Background: an optimization exercise with open tools, aiming at a short achievable clock period and few clock cycles. Do not read the settings as production practice. The RTL was checked by simulation tests, not by an equivalence proof against the original design.

## conv_top
module conv_top #(
  parameter int img_side_log2 = 6
) (
  input  logic        clk,
  input  logic        reset,
  input  logic        ready,
  input  logic [19:0] idata,
  input  logic [19:0] cdata_rd,
  output logic        busy,
  output logic [11:0] iaddr,
  output logic [2:0]  csel,
  output logic        cwr,
  output logic [11:0] caddr_wr,
  output logic [19:0] cdata_wr,
  output logic        crd,
  output logic [11:0] caddr_rd
);
Size in the first run: about 6,000 cells after synthesis, roughly 1,100 flip-flops, ~110 I/O pins, ~71,000 µm² of cells after synthesis.
export LEC_CHECK = 0
export CAP_MARGIN = 20
export CORE_MARGIN = 2
export CORE_UTILIZATION = 70
export SLEW_MARGIN = 20
create_clock -name core_clock -period 15.0 [get_ports {clk}]
standard.sh (not shown) runs the stock make flow with config.mk's settings and CLKGATE_MAP_FILE= SYNTH_SCRIPT=/design/flow/synth_recipe.tcl, a recipe that flattens the netlist after the stock synthesis.
==> flow/flow/run.sh <==
#!/bin/bash
# The standard layout (the standard.sh: standard synthesis, floorplan,
# placement, CTS, routing, finish), with the resizer's setup repair aimed at
# a slack margin instead of zero. The SDC is the standard flow's, unchanged.
set -euo pipefail
bash standard.sh SETUP_SLACK_MARGIN=11.3 finish > standard_flow.log 2>&1
The baseline completed, yet does not pass: max-capacitance violations, max-slew violations.
Testbench counts at the start, summed over its fixed seeds: cycles 164,096.
Rerun with:
- CORE_UTILIZATION: 70 -> 60
- CTS_CLUSTER_DIAMETER: default -> 200
- CTS_CLUSTER_SIZE: default -> 20
After rerunning:
- With this change the flow finished with timing, DRC and antenna clean
- setup slack gains 0.13 ns
- count of clock-buffer cells in the layout goes down by 44
- global-route usage goes down by 16 points
- synthesized cell count is unchanged
- routed wire length goes down by 18%
Rerun with:
- CTS_CLUSTER_DIAMETER: 200 -> default
- CTS_CLUSTER_SIZE: 20 -> default
Effect:
- The new run completed without violations
- setup slack degrades by 0.042 ns
- fmax shrinks by 0.99%
- worst hold slack degrades by 0.0041 ns
- count of clock-buffer cells in the layout grows by 47
- routed wire length grows by 1.1%
- final cell count grows by about 1.4%
- first-iteration DRC count grows by 0.50%
- sequential share of layout area shrinks by 0.82 points

---

Setup of the reference run:
conv_top, a different RTL version from the one above (not shown whole).
Size in the first run: roughly 1800 flip-flops, ~110 I/O pins, ~100000 um2 of cells after synthesis.
Settings: LEC_CHECK=0, ABC_CLOCK_PERIOD_IN_PS=4000, CAP_MARGIN=20, CORE_MARGIN=2, CORE_UTILIZATION=40, SLEW_MARGIN=20; clock period 15.0 ns.
==> flow/flow/run.sh <==
#!/bin/bash
# The standard layout (the standard.sh: standard synthesis, floorplan,
# placement, CTS, routing, finish), with the resizer's setup repair aimed at
# a slack margin instead of zero. The SDC is the standard flow's, unchanged.
set -euo pipefail
bash standard.sh SETUP_SLACK_MARGIN=11 finish > standard_flow.log 2>&1
Testbench counts of the reference run, summed over its fixed seeds: cycles 164,144.
Modified inputs, the trial run compared to the reference run
# the reference run
export LEC_CHECK = 0
export ABC_CLOCK_PERIOD_IN_PS = 4000
export CAP_MARGIN = 20
export CORE_MARGIN = 2
export CORE_UTILIZATION = 40
export SLEW_MARGIN = 20
create_clock -name core_clock -period 15.0 [get_ports {clk}]
# the trial run
export LEC_CHECK = 0
export CAP_MARGIN = 20
export CORE_MARGIN = 2
export CORE_UTILIZATION = 40
export SLEW_MARGIN = 20
create_clock -name core_clock -period 15.0 [get_ports {clk}]
==> flow/run.sh (new file) <==
#!/bin/bash
# synth_recipe.tcl (not shown) runs the flow's synth.tcl, then flattens the netlist and writes it again
# the make line also repeats each setting of config.mk as NAME=value (left out here)
make -C /OpenROAD-flow-scripts/flow DESIGN_CONFIG=/design/flow/config.mk WORK_HOME=/design/flow/orfs CLKGATE_MAP_FILE= SYNTH_SCRIPT=/design/flow/synth_recipe.tcl finish
removed: flow/flow/run.sh
removed: flow/standard.sh
Findings:
- Looking at the reports, the trial run completed the entire flow and the layout it produced met the timing, DRC and antenna checks.
- Design area, the trial run vs the reference run: down slightly
- The reference run → the trial run: global routing usage on met3 fell by 0.22 points; global routing usage on met2 went down.

-- separate check: timing with driven ports --
Ports are ideal in the flow. The routed layouts listed here were re-timed in OpenROAD. Step 1, drivers: a clkbuf_16 drives clk and a buf_2 each remaining input, both assumed. Step 2, shift: input delay + t, output delay - t, t = (earliest + latest rising clock arrival at the registers) / 2. This alone moves slack from input paths to output paths. Slacks: ideal ports / drivers / drivers and shift; pairs: ideal ports / drivers.
run	shift t [ns]	slack for setup (ns)	cell pins on the clock port's net
the first run of note 1	0.810	10.643 / 10.622 / 10.643	1
the second run of note 1	0.742	10.774 / 10.720 / 10.774	1
the third run of note 1	0.829	10.732 / 10.652 / 10.779	1
the reference run	0.946	10.540 / 10.455 / 10.832	1
the trial run	0.940	9.759 / 9.759 / 9.759	1
Setup slack includes reset recovery checks.
